What follows belongs to an exercise in optimizing a design on an open flow for small area and a short achievable clock period; a production flow would make more cautious choices. Only simulation tests tie the RTL to the original design; equivalence was not proved. Power figures rest on the tool's default switching activity, not on a simulated workload.

==> flow/design.v <==
`default_nettype none
package neoB1Pkg;
	typedef logic [11:0] palIndexT;
	localparam palIndexT LB_CLEAR = 12'hFFF;
	typedef enum logic
	{
		SPR_IDLE,
		SPR_EMIT
	} sprStateT;
	typedef enum logic
	{
		SCAN_IDLE,
		SCAN_ACTIVE
	} scanStateT;
endpackage
`default_nettype wire
`timescale 1ns/1ps
`default_nettype none
module spritePixelWriter #(
	parameter int LINE_WIDTH = 320,
	localparam int ADDR_W = $clog2(LINE_WIDTH)
) (
	input wire CLK_6MB,
	input wire nS1H1,
	input wire sprValid,
	output logic sprReady,
	input wire [ADDR_W-1:0] sprX,
	input wire [7:0] sprPal,
	input wire [31:0] sprGfx,
	output logic lbWrValid,
	input wire lbWrReady,
	output logic [ADDR_W-1:0] lbWrAddr,
	output neoB1Pkg::palIndexT lbWrData
);
	neoB1Pkg::sprStateT state;
	logic [7:0] stripPal;
	logic [31:0] stripGfx;
	logic [2:0] pixIdx;
	logic [3:0] pixColour;
	logic [ADDR_W:0] pixAddr;
	logic pixInRange;
	logic pixOpaque;
	logic advance;
	logic accept;
	assign pixColour = stripGfx[3:0];
	assign pixInRange = pixAddr < (ADDR_W + 1)'(LINE_WIDTH);
	assign pixOpaque = pixColour != 4'h0;
	assign lbWrValid = (state == neoB1Pkg::SPR_EMIT) && pixOpaque && pixInRange;
	assign lbWrAddr = pixAddr[ADDR_W-1:0];
	assign lbWrData = {stripPal, pixColour};
	assign advance = !lbWrValid || lbWrReady;
	assign sprReady = (state == neoB1Pkg::SPR_IDLE);
	assign accept = sprValid && sprReady;
	always_ff @(posedge CLK_6MB or posedge nS1H1)
	begin
		if (nS1H1)
		begin
			state <= neoB1Pkg::SPR_IDLE;
			pixIdx <= '0;
		end
		else
		begin
			case (state)
				neoB1Pkg::SPR_IDLE:
				begin
					if (sprValid)
					begin
						state <= neoB1Pkg::SPR_EMIT;
						pixIdx <= '0;
					end
				end
				neoB1Pkg::SPR_EMIT:
				begin
					if (advance)
					begin
						if (pixIdx == 3'd7)
							state <= neoB1Pkg::SPR_IDLE;
						pixIdx <= pixIdx + 3'd1;
					end
				end
				default: state <= neoB1Pkg::SPR_IDLE;
			endcase
		end
	end
	always_ff @(posedge CLK_6MB)
	begin
		if (accept)
		begin
			pixAddr <= {1'b0, sprX};
			stripPal <= sprPal;
			stripGfx <= sprGfx;
		end
		else if (!sprReady && advance)
		begin
			pixAddr <= pixAddr + 1'b1;
			stripGfx <= {4'h0, stripGfx[31:4]};
		end
	end
endmodule
`default_nettype wire
`timescale 1ns/1ps
`default_nettype none
module lineBuffer #(
	parameter int LINE_WIDTH = 320,
	parameter int COLS = 16,
	localparam int ROWS = (LINE_WIDTH + COLS - 1) / COLS,
	localparam int ADDR_W = $clog2(LINE_WIDTH),
	localparam int COL_W = $clog2(COLS)
) (
	input wire CLK_6MB,
	input wire nS1H1,
	input wire lineStart,
	input wire lbWrValid,
	output logic lbWrReady,
	input wire [ADDR_W-1:0] lbWrAddr,
	input wire neoB1Pkg::palIndexT lbWrData,
	input wire rdEn,
	output logic bankSelOut,
	input wire [1:0][COLS-1:0] rdCol,
	input wire [1:0][ROWS-1:0] rdRow,
	output neoB1Pkg::palIndexT rdData
);
	logic bankSel;
	logic wrFire;
	logic [COLS-1:0] wrCol;
	logic [ROWS-1:0] wrRow;
	neoB1Pkg::palIndexT bankRd [2];
	assign bankSelOut = bankSel;
	assign lbWrReady = !lineStart;
	assign wrFire = lbWrValid && lbWrReady;
	always_ff @(posedge CLK_6MB or posedge nS1H1)
	begin
		if (nS1H1)
			bankSel <= 1'b0;
		else if (lineStart)
			bankSel <= !bankSel;
	end
	always_comb
	begin
		for (int c = 0; c < COLS; c++)
			wrCol[c] = (lbWrAddr[COL_W-1:0] == COL_W'(c));
		for (int r = 0; r < ROWS; r++)
			wrRow[r] = (lbWrAddr[ADDR_W-1:COL_W] == (ADDR_W - COL_W)'(r));
	end
	for (genvar b = 0; b < 2; b++)
	begin : genBank
		logic [7:0] pal [ROWS*COLS];
		logic [3:0] col [ROWS*COLS];
		logic [ROWS-1:0] dirty;
		logic isWrBank;
		logic accEn;
		logic [COLS-1:0] accCol;
		logic [ROWS-1:0] accRow;
		logic [ROWS-1:0] rowWipe;
		logic [3:0] colBus [COLS];
		logic [ROWS-1:0] rdRowHere;
		neoB1Pkg::palIndexT rowRd [ROWS];
		assign isWrBank = (bankSel == b[0]);
		assign accEn = isWrBank ? wrFire : rdEn;
		assign accCol = isWrBank ? (wrCol & {COLS{wrFire}}) : (rdCol[b] & {COLS{rdEn}});
		assign accRow = isWrBank ? wrRow : rdRow[b];
		assign rowWipe = dirty & {ROWS{accEn}};
		assign rdRowHere = rdRow[b] & ~dirty;
		for (genvar c = 0; c < COLS; c++)
		begin : genColBus
			assign colBus[c] = (isWrBank && wrCol[c]) ? lbWrData[3:0] : 4'h0;
		end
		always_ff @(posedge CLK_6MB or posedge nS1H1)
		begin
			if (nS1H1)
				dirty <= '1;
			else if (accEn)
				dirty <= dirty & ~accRow;
		end
		for (genvar r = 0; r < ROWS; r++)
		begin : genRow
			for (genvar c = 0; c < COLS; c++)
			begin : genEntry
				localparam int A = r * COLS + c;
				if (A < LINE_WIDTH)
				begin : genLive
					always_ff @(posedge CLK_6MB)
					begin
						if (accRow[r] && (accCol[c] || rowWipe[r]))
						begin
							pal[A] <= lbWrData[11:4];
							col[A] <= colBus[c];
						end
					end
				end
				else
				begin : genDead
					assign pal[A] = '0;
					assign col[A] = '0;
				end
			end
			always_comb
			begin
				rowRd[r] = '0;
				for (int c = 0; c < COLS; c++)
					rowRd[r] = rowRd[r] | ({pal[r*COLS+c], col[r*COLS+c]} & {12{rdCol[b][c]}});
			end
		end
		always_comb
		begin
			bankRd[b] = '0;
			for (int r = 0; r < ROWS; r++)
				bankRd[b] = bankRd[b] | (rowRd[r] & {12{rdRowHere[r]}});
		end
	end
	assign rdData = bankRd[0] | bankRd[1];
endmodule
`default_nettype wire
`timescale 1ns/1ps
`default_nettype none
module paletteAddressMux #(
	parameter int LINE_WIDTH = 320,
	parameter int COLS = 16,
	localparam int ROWS = (LINE_WIDTH + COLS - 1) / COLS
) (
	input wire CLK_6MB,
	input wire nS1H1,
	input wire lineStart,
	input wire [7:0] fixData,
	input wire [3:0] fixPal,
	input wire cpuPalSel,
	input wire neoB1Pkg::palIndexT cpuPalAddr,
	output logic rdEn,
	input wire bankSel,
	output logic [1:0][COLS-1:0] rdCol,
	output logic [1:0][ROWS-1:0] rdRow,
	input wire neoB1Pkg::palIndexT rdData,
	output neoB1Pkg::palIndexT palAddr
);
	logic scanOn;
	logic lastPix;
	logic pixOdd;
	logic [3:0] fixNibble;
	logic fixOpaque;
	neoB1Pkg::palIndexT s1Pix;
	neoB1Pkg::palIndexT palReg;
	assign rdEn = scanOn;
	always_ff @(posedge CLK_6MB or posedge nS1H1)
	begin
		if (nS1H1)
			scanOn <= 1'b0;
		else if (lineStart)
			scanOn <= 1'b1;
		else if (lastPix)
			scanOn <= 1'b0;
	end
	assign lastPix = (rdRow[0][ROWS-1] && rdCol[0][(LINE_WIDTH - 1) % COLS])
		|| (rdRow[1][ROWS-1] && rdCol[1][(LINE_WIDTH - 1) % COLS]);
	for (genvar b = 0; b < 2; b++)
	begin : genPos
		always_ff @(posedge CLK_6MB)
		begin
			if (lineStart)
			begin
				rdCol[b] <= (bankSel == b[0]) ? COLS'(1) : '0;
				rdRow[b] <= (bankSel == b[0]) ? ROWS'(1) : '0;
			end
			else if (scanOn)
			begin
				rdCol[b] <= {rdCol[b][COLS-2:0], rdCol[b][COLS-1]};
				if (rdCol[b][COLS-1])
					rdRow[b] <= {rdRow[b][ROWS-2:0], 1'b0};
			end
		end
	end
	always_ff @(posedge CLK_6MB)
	begin
		if (lineStart)
			pixOdd <= 1'b0;
		else if (scanOn)
			pixOdd <= !pixOdd;
	end
	assign fixNibble = pixOdd ? fixData[7:4] : fixData[3:0];
	assign fixOpaque = fixNibble != 4'h0;
	always_ff @(posedge CLK_6MB)
	begin
		s1Pix[11:4] <= fixOpaque ? {4'h0, fixPal} : rdData[11:4];
	end
	always_ff @(posedge CLK_6MB or posedge nS1H1)
	begin
		if (nS1H1)
			s1Pix[3:0] <= 4'h0;
		else if (!scanOn)
			s1Pix[3:0] <= 4'h0;
		else
			s1Pix[3:0] <= fixOpaque ? fixNibble : rdData[3:0];
	end
	always_ff @(posedge CLK_6MB or posedge nS1H1)
	begin
		if (nS1H1)
			palReg <= neoB1Pkg::LB_CLEAR;
		else if (s1Pix[3:0] == 4'h0)
			palReg <= neoB1Pkg::LB_CLEAR;
		else
			palReg <= s1Pix;
	end
	assign palAddr = cpuPalSel ? cpuPalAddr : palReg;
endmodule
`default_nettype wire
`timescale 1ns/1ps
`default_nettype none
module watchdog #(
	parameter int WD_LIMIT = 8192,
	parameter int WD_PULSE = 16,
	localparam int IDLE_W = $clog2(WD_LIMIT),
	localparam int PULSE_W = $clog2(WD_PULSE),
	localparam int CNT_W = (IDLE_W > PULSE_W) ? IDLE_W : PULSE_W
) (
	input wire CLK_6MB,
	input wire nS1H1,
	input wire wdKick,
	output logic nHalt,
	output logic nReset
);
	logic [CNT_W-1:0] cnt;
	logic firing;
	always_ff @(posedge CLK_6MB or posedge nS1H1)
	begin
		if (nS1H1)
		begin
			cnt <= '0;
			firing <= 1'b0;
		end
		else if (firing)
		begin
			if (cnt == CNT_W'(WD_PULSE - 1))
			begin
				firing <= 1'b0;
				cnt <= '0;
			end
			else
				cnt <= cnt + 1'b1;
		end
		else if (wdKick)
			cnt <= '0;
		else if (cnt == CNT_W'(WD_LIMIT - 1))
		begin
			firing <= 1'b1;
			cnt <= '0;
		end
		else
			cnt <= cnt + 1'b1;
	end
	assign nHalt = !firing;
	assign nReset = !firing;
endmodule
`default_nettype wire
`timescale 1ns/1ps
`default_nettype none
module neoB1 #(
	parameter int LINE_WIDTH = 320,
	parameter int WD_LIMIT = 8192,
	parameter int WD_PULSE = 16,
	localparam int ADDR_W = $clog2(LINE_WIDTH),
	localparam int COLS = 16,
	localparam int ROWS = (LINE_WIDTH + COLS - 1) / COLS
) (
	input wire CLK_6MB,
	input wire nS1H1,
	input wire sprValid,
	output logic sprReady,
	input wire [ADDR_W-1:0] sprX,
	input wire [7:0] sprPal,
	input wire [31:0] sprGfx,
	input wire lineStart,
	input wire [7:0] fixData,
	input wire [3:0] fixPal,
	input wire cpuPalSel,
	input wire neoB1Pkg::palIndexT cpuPalAddr,
	input wire wdKick,
	output neoB1Pkg::palIndexT palAddr,
	output logic nHalt,
	output logic nReset
);
	logic rdEn;
	logic bankSel;
	logic [1:0][COLS-1:0] rdCol;
	logic [1:0][ROWS-1:0] rdRow;
	neoB1Pkg::palIndexT rdData;
	logic lbWrValid;
	logic lbWrReady;
	logic [ADDR_W-1:0] lbWrAddr;
	neoB1Pkg::palIndexT lbWrData;
	spritePixelWriter #(.LINE_WIDTH(LINE_WIDTH)) spritePixelWriter_inst (
		.CLK_6MB (CLK_6MB),
		.nS1H1 (nS1H1),
		.sprValid (sprValid),
		.sprReady (sprReady),
		.sprX (sprX),
		.sprPal (sprPal),
		.sprGfx (sprGfx),
		.lbWrValid (lbWrValid),
		.lbWrReady (lbWrReady),
		.lbWrAddr (lbWrAddr),
		.lbWrData (lbWrData)
	);
	lineBuffer #(.LINE_WIDTH(LINE_WIDTH), .COLS(COLS)) lineBuffer_inst (
		.CLK_6MB (CLK_6MB),
		.nS1H1 (nS1H1),
		.lineStart (lineStart),
		.lbWrValid (lbWrValid),
		.lbWrReady (lbWrReady),
		.lbWrAddr (lbWrAddr),
		.lbWrData (lbWrData),
		.rdEn (rdEn),
		.bankSelOut (bankSel),
		.rdCol (rdCol),
		.rdRow (rdRow),
		.rdData (rdData)
	);
	paletteAddressMux #(.LINE_WIDTH(LINE_WIDTH), .COLS(COLS)) paletteAddressMux_inst (
		.CLK_6MB (CLK_6MB),
		.nS1H1 (nS1H1),
		.lineStart (lineStart),
		.fixData (fixData),
		.fixPal (fixPal),
		.cpuPalSel (cpuPalSel),
		.cpuPalAddr (cpuPalAddr),
		.rdEn (rdEn),
		.bankSel (bankSel),
		.rdCol (rdCol),
		.rdRow (rdRow),
		.rdData (rdData),
		.palAddr (palAddr)
	);
	watchdog #(.WD_LIMIT(WD_LIMIT), .WD_PULSE(WD_PULSE)) watchdog_inst (
		.CLK_6MB (CLK_6MB),
		.nS1H1 (nS1H1),
		.wdKick (wdKick),
		.nHalt (nHalt),
		.nReset (nReset)
	);
endmodule
`default_nettype wire
==> flow/flow/run.sh <==
#!/bin/bash
# The standard layout, with the CPU palette bypass pins kept together on one edge
# (flow/io_pins.tcl, read before the pins are placed) and global routing kept mostly
# off met1 (flow/grt_layers.tcl, read before global routing).
set -euo pipefail
work=$(pwd)
export PRE_IO_PLACEMENT_TCL="$work/flow/io_pins.tcl"
export PRE_GLOBAL_ROUTE_TCL="$work/flow/grt_layers.tcl"
bash "$work/standard.sh" > "$work/standard_flow.log" 2>&1
==> flow/flow/grt_layers.tcl <==
# The flip-flops block most met1 tracks inside the cells: keep global routing mostly off met1
set_global_routing_layer_adjustment met1 0.85
set_global_routing_layer_adjustment met2-met5 0.2
==> flow/flow/io_pins.tcl <==
# Keep the CPU palette bypass (cpuPalSel, cpuPalAddr -> palAddr) on one stretch of one edge,
# each palAddr pin beside its cpuPalAddr pin and cpuPalSel in the middle.
set pins {}
for {set i 0} {$i < 6} {incr i} {
  lappend pins "cpuPalAddr\[$i\]" "palAddr\[$i\]"
}
lappend pins cpuPalSel
for {set i 6} {$i < 12} {incr i} {
  lappend pins "cpuPalAddr\[$i\]" "palAddr\[$i\]"
}
set_io_pin_constraint -pin_names $pins -region left:* -group -order
==> flow/standard.sh <==
#!/bin/bash
# synth_recipe.tcl (not shown) runs the flow's synth.tcl, then flattens the netlist and writes it again
# the make line also repeats each setting of config.mk as NAME=value (left out here)
make -C /OpenROAD-flow-scripts/flow DESIGN_CONFIG=/design/flow/config.mk WORK_HOME=/design/flow/orfs CLKGATE_MAP_FILE= SYNTH_SCRIPT=/design/flow/synth_recipe.tcl "${@:-finish}"
==> flow/config.mk <==
export PLATFORM = sky130hd
export DESIGN_NAME = neoB1
export DESIGN_NICKNAME = neoB1
export VERILOG_FILES = /design/flow/design.v
export SDC_FILE = /design/flow/constraint.sdc
export NUM_CORES = 4
export LEC_CHECK = 0
export CAP_MARGIN = 20
export CORE_MARGIN = 2
export CORE_UTILIZATION = 40
export CTS_CLUSTER_DIAMETER = 60
export CTS_CLUSTER_SIZE = 20
export SETUP_SLACK_MARGIN = 4.4
export SLEW_MARGIN = 20
==> flow/constraint.sdc <==
create_clock -name core_clock -period 8.0 [get_ports {CLK_6MB}]
set_input_delay 1.6000 -clock core_clock [delete_from_list [all_inputs] [get_ports {CLK_6MB}]]
set_output_delay 1.6000 -clock core_clock [all_outputs]
set_load 0.01 [all_outputs]
==> flow_summary.yaml, run 1 <==
detailed_routing:
  remaining_drc_errors: 0
  wl_per_cell_um: 45.80
  drt_pass1_iterations: 8
  vias: 190169
  antenna_left: 5
  drt_iter0_drc: 15858
  wl_um: 1262000
  viasPerCell: 6.904
place:
  preCtsSetupSlack_ns: 2.312
  hpwl_um: 727700
  port_buffers: 93
  gp_congestion: 1.014
global_route:
  gr-total-overflow: 0
  antenna_found_initial: 266
  grt_pass1_vias: 211634
  grt_pass1_wl_um: 1649000
  busiest_layer: "met1"
  use_met2_pct: 48.89
  use_met3_pct: 51.03
  grt_usage_pct: 46.11
  grt_max_degree: 162
  use_met1_pct: 55.63
synth:
  synthCells: 15378
  ys_seq_elements: 7887
  synth-async-reset-ratio_pct: 0.9636
  ys_types: 60
  ys_warn_count: 13
  avgSynthCellArea_um2: 18.77
  syn-cell-area_mm2: 0.2886
  synth_nets: 15464
  ys.flop_type: "edfxtp_1"
  ys_seq_area_share_pct: 81.93
  synth_edf_count: 7801
floorplanning:
  core_region_area_mm2: 0.7202
  die_w_um: 853.4
  start_util_pct: 40.07
  rows: 312
  dieArea_mm2: 0.7283
  die_y_um: 853.4
  ioPinCount: 94
sta:
  finalHoldViolCount: 0
  setup_viol: 0
  max-slew-margin-rel_pct: -14.34
  drv_slew: 5
  fin_crit_sh_pct: 52.19
  post-route-min-period_ns: 4.175
  rsz0062_at_grt: "true"
  clock.fmax_ghz: 0.2395
  skew_ns: 0.09347
  worst_pin_slew_ns: 1.710
  fin_ws_ns: 3.825
power_and_ir_drop:
  p_clk_share_pct: 30.0
  internal-power_mw: 64.70
  vdd_ir_drop_max_v: 0.0003117
  p_switching_mw: 28.96
  sequentialPowerShare_pct: 51.1
  combinationalPowerShare_pct: 19.0
  p_leak_nw: 100.3
  sw_frac_of_total_pct: 30.92
  p_per_area_mw_per_mm2: 277.7
min_path:
  hold_path_class: "flop to flop"
layout:
  drive_above_1_share_pct: 19.14
  seqCellArea_mm2: 0.2364
  final_cell_mix: "7801 x edfxtp_1, 1429 x a22o_1, 1338 x a221oi_1"
  fillers: 59748
  mostFrequentLayoutCell: "edfxtp_1"
  final_nets: 16273
  multiInputGateArea_mm2: 0.05459
  fin_util_pct: 46.82
  area.growth.synth_to_final_pct: 16.86
critical_path:
  worstPathRequired_ns: 9.11
  crit_chain: "clkbuf_16 -> buf_16 -> buf_4 -> a22o_1 -> a221oi_4 -> a31oi_4 -> nor4_4 -> nand4_1 -> o31a_1"
  cp_slowest_cell: "nor4_4"
  critical_path.max_stage_delay_ns: 0.90
  end_kind: "flop"
  critPathArrivalTime_ns: 5.29
  path_class: "flop to flop"
  critPathTopFamily: "compound AO/OA/AOI/OAI gates"
  start_kind: "flop"
  cp_num_buf_inv: 3
  cp_max_fo: 8
run_status:
  so_faults: "antenna violations, max-capacitance violations, max-slew violations"
  status: "complete, but fails checks"
clock_tree:
  cts_tree: "done"
  cts-root-buf: "clkbuf_16"
  cts_buffers: 519
  clk_path_buf_depth: 4
  h-tree-depth: 6
  clock-sinks: 7887
  hold_buffers: 0
  clk_latency_ns: 1.23
  clkSlewWorstSetupHoldPaths_ns: 0.08
job:
  cap_violations: 2
## registers in the layout, summed over array words and instances (netlist names)
name and count:
paletteAddressMux_inst.s1Pix 12, spritePixelWriter_inst.pixIdx 3, lineBuffer_inst.genBank.pal 5120, spritePixelWriter_inst.pixAddr 10
paletteAddressMux_inst.rdRow 40, paletteAddressMux_inst.rdCol 32, lineBuffer_inst.genBank.col 2560, lineBuffer_inst.bankSel 1
lineBuffer_inst.genBank.dirty 40, watchdog_inst.firing 1, spritePixelWriter_inst.stripGfx 32, paletteAddressMux_inst.scanOn 1
paletteAddressMux_inst.pixOdd 1, watchdog_inst.cnt 13, paletteAddressMux_inst.palReg 12, spritePixelWriter_inst.stripPal 8
spritePixelWriter_inst.state 1
## area by class of cell
class / instances / area share, %
inverters: 9 / 0.01336
clock inverters: 224 / 0.7747
multi-input cells: 6352 / 16.19
diodes: 1455 / 1.080
repair buffers: 1418 / 4.190
well taps: 9577 / 3.553
flip-flops and latches: 7887 / 70.11
clock buffers: 621 / 4.096
## metal layers
| metal | routed length [um] | vias to the layer above |
|---|---|---|
| li1 | - | 69184 |
| met1 | 262000 | 86948 |
| met2 | 516500 | 26991 |
| met3 | 319100 | 6419 |
| met4 | 141400 | 627 |
| met5 | 22670 | - |
## logic make-up after synthesis
kind of cell / share of synthesized area, %
flip-flops: 81.93
AND/OR/NAND/NOR: 2.455
multiplexers: 0.09105
XOR/XNOR: 0.05767
AO/OA/AOI/OAI: 13.89
buffers and inverters: 1.551
adder cells (fa/ha/maj): 0.03035
## Yosys cell counts (44+ instances only)
master	instances	area share, %
a21oi_1	543	0.94
a21oi_2	140	0.42
edfxtp_1	7801	81
nor2b_1	79	0.17
buf_1	303	0.39
and3_1	456	0.99
clkbuf_1	780	1.0
a221oi_1	1433	4.3
nand2_1	138	0.18
nor4_1	84	0.18
nand4_1	106	0.23
a22oi_1	996	2.6
nand2b_1	48	0.10
o21a_1	44	0.11
dfstp_2	52	0.47
nor2_1	90	0.12
a22o_1	1433	4.3
a31oi_1	405	0.88
and2_1	92	0.20
## path summary, 6_finish.rpt
| path | depth (start not counted) | slack (ns) | endpoint | from |
|---|---|---|---|---|
| min in group asynchronous | 2 | 0.93 | watchdog_inst.cnt[3] | nS1H1 |
| hold / removal | 1 | 0.47 | lineBuffer_inst.genBank[0].dirty[18] | lineBuffer_inst.genBank[0].dirty[18] |
| max in group asynchronous | 3 | 5.82 | spritePixelWriter_inst.pixIdx[1] | nS1H1 |
| setup / recovery | 9 | 3.82 | paletteAddressMux_inst.s1Pix[10] | paletteAddressMux_inst.rdCol[19] |
| setup reg to reg | 9 | 3.82 | paletteAddressMux_inst.s1Pix[10] | paletteAddressMux_inst.rdCol[19] |
| hold reg to reg | 1 | 0.47 | lineBuffer_inst.genBank[0].dirty[18] | lineBuffer_inst.genBank[0].dirty[18] |
## metrics by stage
stage	cells	TNS (ns)	power (mW)	instance area, um2	hold slack, ns
6_report	27543	0	93.65	337200	0.4668
5_1_grt	27350	0	94.64	336800	0.4798
4_1_cts	26001	0	91.04	329800	0.4678
3_5_place_dp	24997	0	63.05	307900	0.4536
3_3_place_gp	24989	0	62.94	307600	0.4471
2_1_floorplan	15378	-6998.30	54.31	288600	0.3979
## what timing repair did
item,CTS,global route
hold endpoints to repair,0,0
gates resized for setup,779,450
cloned,16,18
buffers inserted,143,58
setup endpoints to repair,8163,4225
pin swaps,81,87
## power groups by stage
| stage | combinational, mW | clock (mW) | sequential, mW |
|---|---|---|---|
| after detailed placement | 14.2 | 0 | 48.8 |
| after floorplan | 4.92 | 0 | 49.4 |
| after global placement | 14.1 | 0 | 48.8 |
| after global routing | 17.4 | 29.4 | 47.9 |
| after CTS | 15.2 | 28.0 | 47.8 |
| final | 17.8 | 28.1 | 47.8 |
## worst reg2reg max path, stage by stage (launching register included)
cell and delay [ns]:
edfxtp_1 0.46, clkbuf_16 0.26, buf_16 0.33, buf_4 0.14, a22o_1 0.25, a221oi_4 0.33, a31oi_4 0.45, nor4_4 0.92
nand4_1 0.50, o31a_1 0.43
==> run 2: changes to the inputs <==
==> flow/flow/run.sh (replaced) <==
#!/bin/bash
# The standard layout, with the CPU palette bypass pins kept together on one edge
# (flow/io_pins.tcl, read before the pins are placed), global routing kept mostly
# off met1 (flow/grt_layers.tcl, read before global routing) and more rounds of
# antenna repair after detailed routing.
set -euo pipefail
work=$(pwd)
export PRE_IO_PLACEMENT_TCL="$work/flow/io_pins.tcl"
export PRE_GLOBAL_ROUTE_TCL="$work/flow/grt_layers.tcl"
export MAX_REPAIR_ANTENNAS_ITER_DRT=10
bash "$work/standard.sh" > "$work/standard_flow.log" 2>&1
--- a/flow/config.mk
+++ b/flow/config.mk
@@ -6,5 +6,7 @@
 export NUM_CORES = 4
 export LEC_CHECK = 0
-export CAP_MARGIN = 20
+export CAP_MARGIN = 40
+export CELL_PAD_IN_SITES_DETAIL_PLACEMENT = 1
+export CELL_PAD_IN_SITES_GLOBAL_PLACEMENT = 2
 export CORE_MARGIN = 2
 export CORE_UTILIZATION = 40
@@ -12,3 +14,3 @@
 export CTS_CLUSTER_SIZE = 20
 export SETUP_SLACK_MARGIN = 4.4
-export SLEW_MARGIN = 20
+export SLEW_MARGIN = 40
==> run 2 against run 1 <==
  * The run now finishes clean
  * Synthesized cell count unchanged
  * Final cell count increased by 1.4%
  * Flip-flop and latch count unchanged
  * Core utilization increased by 1.7 points
  * Count of clock-buffer cells in the layout increased by 19
  * Via count decreased by 1.2%
  * Clock skew decreased by 0.013 ns
  * Worst hold slack improved by 0.0025 ns
  * Critical path type unchanged
==> flow_summary.yaml, run 2 <==
run_status:
  status: "no timing/DRC/antenna violations"
synth:
  yosys.area_share.simple_pct: 2.455
  ys_seq_elements: 7887
  synth.largest_area_cell: "edfxtp_1"
  yosys.area_share.adder_pct: 0.03035
  yosys-top-cells-area: "edfxtp_1 81%, a221oi_1 4.3%, a22o_1 4.3%, a22oi_1 2.6%, clkbuf_1 1.0%"
  ys.flop_type: "edfxtp_1"
  synth_xor_area_share_pct: 0.05767
  ys_seq_area_share_pct: 81.93
  synth_compound_area_share_pct: 13.89
  synth_nets: 15464
  synth.area.mux_share_pct: 0.09105
  ys_warn_count: 13
  synth-async-reset-ratio_pct: 0.9636
  ys_types: 60
  synth_top_area_share_pct: 81.18
  synth_common_cells: "7801 x edfxtp_1, 1433 x a221oi_1, 1433 x a22o_1"
  syn-cell-area_mm2: 0.2886
  avgSynthCellArea_um2: 18.77
  synth_top_family_by_area: "compound AO/OA/AOI/OAI gates"
  synthCells: 15378
  yosysMostFrequentCell: "edfxtp_1"
  synth_edf_count: 7801
clock_tree:
  cts-root-buf: "clkbuf_16"
  clock-sinks: 7887
  cts_buffers: 582
  h-tree-depth: 6
  cts_tree: "done"
  clk_path_buf_depth: 4
  clkSlewWorstSetupHoldPaths_ns: 0.08
  clk_latency_ns: 1.25
place:
  hpwl_um: 824600
  port_buffers: 93
  gp_congestion: 0.9399
  preCtsSetupSlack_ns: 2.196
floorplanning:
  die_y_um: 853.4
  core_region_area_mm2: 0.7202
  die_w_um: 853.4
  rows: 312
  start_util_pct: 40.07
  dieArea_mm2: 0.7283
  ioPinCount: 94
detailed_routing:
  viasPerCell: 6.733
  vias: 187950
  wl_um: 1381000
  wl_per_cell_um: 49.46
  remaining_drc_errors: 0
  antenna_left: 0
  drt_iter0_drc: 13853
  drt_pass1_iterations: 6
power_and_ir_drop:
  p_per_area_mw_per_mm2: 282.4
  vdd_ir_drop_max_v: 0.0003012
  p_leak_nw: 104.8
  power.total_mw: 98.70
layout:
  fillers: 65852
  largest_register: "lineBuffer_inst.genBank.pal"
  largestRegisters: "lineBuffer_inst.genBank.pal x5120, lineBuffer_inst.genBank.col x2560"
  fin_util_pct: 48.53
  final_nets: 16636
  drive_above_1_share_pct: 23.11
  largest_register_ffs: 5120
  final_cell_mix: "7801 x edfxtp_1, 1431 x a22o_1, 1255 x a221oi_1"
  area.growth.synth_to_final_pct: 21.13
  mostFrequentLayoutCell: "edfxtp_1"
sta:
  max-slew-margin-rel_pct: 26.81
  setup_viol: 0
  skew_ns: 0.08088
  rsz0062_at_grt: "true"
  fin_crit_sh_pct: 49.54
  worst_pin_slew_ns: 1.093
  clock.fmax_ghz: 0.2523
  post-route-min-period_ns: 3.963
  fin_ws_ns: 4.037
  drv_slew: 0
  finalHoldViolCount: 0
min_path:
  min_to: "watchdog_inst.cnt[0]"
  worstHoldStart: "watchdog_inst.cnt[0]"
  whs_path_depth: 1
  hold_path_class: "flop to flop"
critical_path:
  crit_chain: "buf_12 -> a22o_1 -> a221oi_1 -> and3_1 -> a31oi_4 -> nor4_4 -> nand4_1 -> o32a_1"
  timing.rr.start: "paletteAddressMux_inst.rdCol[16]"
  cp_slowest_cell: "nor4_4"
  worstPathRequired_ns: 9.11
  rrSetupSlack_ns: 4.04
  ff2ff_path_depth: 8
  end_kind: "flop"
  path_class: "flop to flop"
  start_kind: "flop"
  critPathArrivalTime_ns: 5.07
  cp_max_fo: 72
  critical_path.max_stage_delay_ns: 0.74
  timing.rr.end: "paletteAddressMux_inst.s1Pix[6]"
global_route:
  grt_usage_pct: 50.53
  gr-total-overflow: 0
  grt_pass1_vias: 213692
  antenna_found_initial: 284
  grt_max_degree: 149
  grt_pass1_wl_um: 1781000
job:
  cap_violations: 0
-- run 2: changes by cell type in the layout (fill, tap and decap cells not counted), moves of 77 or more --
cell,delta
a21oi_4,+102
clkbuf_16,+77
a221oi_1,-83
diode_2,-106
buf_12,+236
buf_4,-106
buf_6,+92
-- run 2: worst max path at each step --
stage | cells after the start | slack (ns) | endpoint | start
6_report | 8 | 4.04 | paletteAddressMux_inst.s1Pix[6] | paletteAddressMux_inst.rdCol[16]
5_1_grt | 10 | 4.17 | paletteAddressMux_inst.s1Pix[6] | paletteAddressMux_inst.rdCol[26]
4_1_cts | 10 | 4.24 | paletteAddressMux_inst.s1Pix[6] | paletteAddressMux_inst.rdCol[17]
3_5_place_dp | 8 | 2.20 | lineBuffer_inst.genBank[0].pal[172][5] | lineStart
3_3_place_gp | 7 | 2.24 | lineBuffer_inst.genBank[0].pal[259][4] | lineStart
2_1_floorplan | 0 | -1.37 | lineBuffer_inst.genBank[0].pal[0][0] | spritePixelWriter_inst.stripPal[0]
-- run 2: what timing repair did --
action	in CTS	in global routing
pin swaps	213	204
hold buffers	0	0
resized for setup	837	446
cloned	24	29
setup endpoints to repair	7764	4329
buffers inserted	278	174
-- run 2: final cells by class --
| cell class | instances | area (um2) | share of cell area [%] |
|---|---|---|---|
| Multi-Input combinational cell | 6352 | 57430 | 16.43 |
| Clock buffer | 640 | 15260 | 4.365 |
| Clock inverter | 384 | 4212 | 1.205 |
| Timing Repair Buffer | 1718 | 20840 | 5.962 |
| Tap cell | 9577 | 11980 | 3.428 |
| Antenna cell | 1349 | 3376 | 0.9657 |
| Sequential cell | 7887 | 236400 | 67.63 |
| Inverter | 9 | 46.29 | 0.01324 |
-- run 2: kinds of logic after synthesis --
kind of cell	Yosys count
simple gates	1221
xor+xnor	19
mux	24
compound gates	5081
fa+ha+maj	7
flops	7887
buf+inv	1139
-- run 2: worst max-delay path, delay by kind of cell, from the launching register on --
family | cells | cell delay (ns)
compound gates | 4 | 1.33
flops | 1 | 0.44
buf+inv | 1 | 0.20
simple gates | 3 | 1.52
-- run 2: report_power, final --
part	internal (mW)	switching, mW
clock	15.4	16.0
sequential	47.3	0.577
combinational	4.50	14.9
total	67.2	31.5
-- run 2: metrics by stage --
stage	setup TNS (ns)	hold slack [ns]	cell area (um2)	instances
detailed placement	0	0.4606	312100	25021
CTS	0	0.4719	340300	26347
global route	0	0.4945	349300	27793
floorplan	-6998.30	0.3979	288600	15378
global placement	0	0.4512	307800	24898
finish	0	0.4692	349600	27916
-- run 2: routing by layer --
metal / global-route usage, % / part of all wire, %
met1: 71.71 / 19
met2: 54.09 / 42
met3: 57.35 / 28
met5: 32.10 / 1.9
met4: 28.06 / 9.0
==> run 3: changes to the inputs <==
--- a/flow/config.mk
+++ b/flow/config.mk
@@ -6,5 +6,5 @@
 export NUM_CORES = 4
 export LEC_CHECK = 0
-export CAP_MARGIN = 40
+export CAP_MARGIN = 50
 export CELL_PAD_IN_SITES_DETAIL_PLACEMENT = 1
 export CELL_PAD_IN_SITES_GLOBAL_PLACEMENT = 2
@@ -13,4 +13,4 @@
 export CTS_CLUSTER_DIAMETER = 60
 export CTS_CLUSTER_SIZE = 20
-export SETUP_SLACK_MARGIN = 4.4
-export SLEW_MARGIN = 40
+export SETUP_SLACK_MARGIN = 4.0
+export SLEW_MARGIN = 50
==> run 3 against run 2 <==
  * Critical path type unchanged
  * Fmax is 7.3% lower
  * Die area did not move
  * Flip-flop and latch count is the same
  * Final cell count down 1.5%
  * Clock skew is 0.016 ns higher
==> flow_summary.yaml, run 3 <==
job:
  cap_violations: 0
layout:
  mostFrequentLayoutCell: "edfxtp_1"
  multiInputGateArea_mm2: 0.05524
  seqCellArea_mm2: 0.2364
  fillers: 66116
  area.growth.synth_to_final_pct: 18.54
  largest_register: "lineBuffer_inst.genBank.pal"
  largest_register_ffs: 5120
  drive_above_1_share_pct: 20.33
  final_cell_mix: "7801 x edfxtp_1, 1433 x a22o_1, 1404 x a221oi_1"
  largestRegisters: "lineBuffer_inst.genBank.pal x5120, lineBuffer_inst.genBank.col x2560"
  fin_area_mm2: 0.3421
  final_nets: 16338
floorplanning:
  die_y_um: 853.4
  core_region_area_mm2: 0.7202
  start_util_pct: 40.07
  rows: 312
  dieArea_mm2: 0.7283
  die_w_um: 853.4
  ioPinCount: 94
synth:
  synth_edf_count: 7801
  ys_seq_elements: 7887
  ys_types: 60
  synthCells: 15378
  synth_top_area_share_pct: 81.18
  avgSynthCellArea_um2: 18.77
  synth-async-reset-ratio_pct: 0.9636
  syn-cell-area_mm2: 0.2886
  synth.largest_area_cell: "edfxtp_1"
  ys_warn_count: 13
  synth_nets: 15464
  yosys-top-cells-area: "edfxtp_1 81%, a221oi_1 4.3%, a22o_1 4.3%, a22oi_1 2.6%, clkbuf_1 1.0%"
  synth_common_cells: "7801 x edfxtp_1, 1433 x a221oi_1, 1433 x a22o_1"
  yosysMostFrequentCell: "edfxtp_1"
  ys.flop_type: "edfxtp_1"
  ys_seq_area_share_pct: 81.93
sta:
  rsz0062_at_grt: "true"
  finalHoldViolCount: 0
  clock.fmax_ghz: 0.2338
  fin_crit_sh_pct: 53.47
  drv_slew: 0
  worst_pin_slew_ns: 1.030
  skew_ns: 0.09659
  max-slew-margin-rel_pct: 31.22
  whs_ns: 0.4675
  post-route-min-period_ns: 4.277
  setup_viol: 0
detailed_routing:
  drt_iter0_drc: 12850
  drt_pass1_iterations: 6
  remaining_drc_errors: 0
  vias: 184138
  viasPerCell: 6.696
  antenna_left: 0
  wl_um: 1337000
  wl_per_cell_um: 48.63
critical_path:
  critPathArrivalTime_ns: 5.35
  path_class: "flop to flop"
  worstPathRequired_ns: 9.07
  ff2ff_path_depth: 10
  end_kind: "flop"
  cp_max_fo: 22
  start_kind: "flop"
global_route:
  antenna_found_initial: 285
  grt_max_degree: 115
  use_met1_pct: 71.30
  use_met2_pct: 53.62
  busiest_layer: "met1"
  grt_pass1_wl_um: 1761000
  gr-total-overflow: 0
  grt_pass1_vias: 211998
  grt_usage_pct: 49.89
  use_met3_pct: 56.38
power_and_ir_drop:
  p_leak_nw: 102.0
  p_per_area_mw_per_mm2: 286.6
  vdd_ir_drop_max_v: 0.0002613
  power.total_mw: 98.04
clock_tree:
  h-tree-depth: 6
  clk_path_buf_depth: 4
  clkSlewWorstSetupHoldPaths_ns: 0.07
  hold_buffers: 0
  clk_latency_ns: 1.24
  cts_tree: "done"
  cts-root-buf: "clkbuf_16"
  cts_buffers: 579
  clock-sinks: 7887
place:
  port_buffers: 93
  placed_cell_area_mm2: 0.3153
  gp_congestion: 0.9399
  hpwl_um: 836000
min_path:
  whs_path_depth: 1
  hold_path_class: "flop to flop"
run_status:
  status: "no timing/DRC/antenna violations"
[run 3: final timing paths]
kind                                             startpoint                                   to  slack (ns)
min in group asynchronous                             nS1H1                 watchdog_inst.cnt[8]        0.84
hold reg to reg                        watchdog_inst.cnt[0]                 watchdog_inst.cnt[0]        0.47
hold / removal                         watchdog_inst.cnt[0]                 watchdog_inst.cnt[0]        0.47
max in group asynchronous                             nS1H1  lineBuffer_inst.genBank[1].dirty[3]        6.07
setup reg to reg           paletteAddressMux_inst.rdCol[22]      paletteAddressMux_inst.s1Pix[2]        3.72
setup / recovery           paletteAddressMux_inst.rdCol[22]      paletteAddressMux_inst.s1Pix[2]        3.72
[run 3: where the power goes]
part | switching, mW | internal (mW) | total (mW) | leakage, nW
Combinational | 14.4 | 4.13 | 18.5 | 20.7
Sequential | 0.536 | 47.3 | 47.9 | 71.8
Clock | 16.0 | 15.6 | 31.6 | 9.52
[run 3: kinds of logic after synthesis]
kind of cell / share of synthesized area [%]
adder cells (fa/ha/maj): 0.03035
multiplexers: 0.09105
flip-flops: 81.93
XOR/XNOR: 0.05767
AO/OA/AOI/OAI: 13.89
buffers and inverters: 1.551
AND/OR/NAND/NOR: 2.455
[run 3: worst max-delay path, stage by stage, from the launching register on]
cell and delay [ns]:
edfxtp_1 0.37, buf_4 0.19, buf_8 0.18, buf_1 0.10, buf_4 0.28, a22o_1 0.29, a221oi_1 0.37, nand4_1 0.80
a22oi_1 0.83, nand4_1 0.30, o31a_1 0.39
[run 3: cell type report]
type	count	share of cell area, %
Inverter	9	0.01426
Timing Repair Buffer	1423	4.550
Antenna cell	1223	0.8947
Sequential cell	7887	69.12
Multi-Input combinational cell	6352	16.15
Clock inverter	391	1.397
Tap cell	9577	3.503
Clock buffer	636	4.378
[run 3: stage by stage]
step	utilization (%)	worst slack, ns	instances	setup TNS (ns)
final	47.49	3.723	27498	0
after global routing	47.44	3.845	27337	0
after CTS	46.76	3.976	26204	0
after detailed placement	43.78	2.474	25103	0
after global placement	42.74	2.237	24898	0
after floorplan	-	-1.367	15378	-6998.30
[run 3: per-layer routing]
metal / vias to the layer above / routed length (um)
li1: 69179 / -
met1: 84486 / 268300
met2: 25902 / 569500
met3: 4069 / 362100
met4: 502 / 113400
met5: - / 23850
[run 3: repair_timing]
| item | in CTS | in global routing |
|---|---|---|
| setup buffers | 74 | 25 |
| pin swaps | 49 | 28 |
| cloned | 0 | 2 |
| setup endpoints to repair | 6861 | 2411 |
| resized for setup | 209 | 91 |

==> port drivers added, routing unchanged <==
In the flow no input, the clock included, has a driving cell. The finished layouts below were timed again as built, in two steps. Step 1, drivers: a clkbuf_16 drives CLK_6MB and a buf_2 each remaining input, both assumed. Step 2 also shifts input and output timing later by t, the mid clock arrival at the registers, as if the neighbouring blocks saw the same clock. Slacks: no drivers / after step 1 / after step 2; pairs: no drivers / after step 1.
| run | t (ns) | setup slack, ns | worst register clock-pin slew, ns |
|---|---|---|---|
| run 1 | 1.318 | 3.825 / 3.825 / 3.352 | 0.09 / 0.09 |
| run 2 | 1.361 | 4.037 / 4.037 / 3.366 | 0.09 / 0.09 |
| run 3 | 1.342 | 3.723 / 3.723 / 3.144 | 0.09 / 0.09 |
For run 2, which loses most, drivers alone change the setup slack by 0.000 ns; drivers and shift together by -0.671 ns.
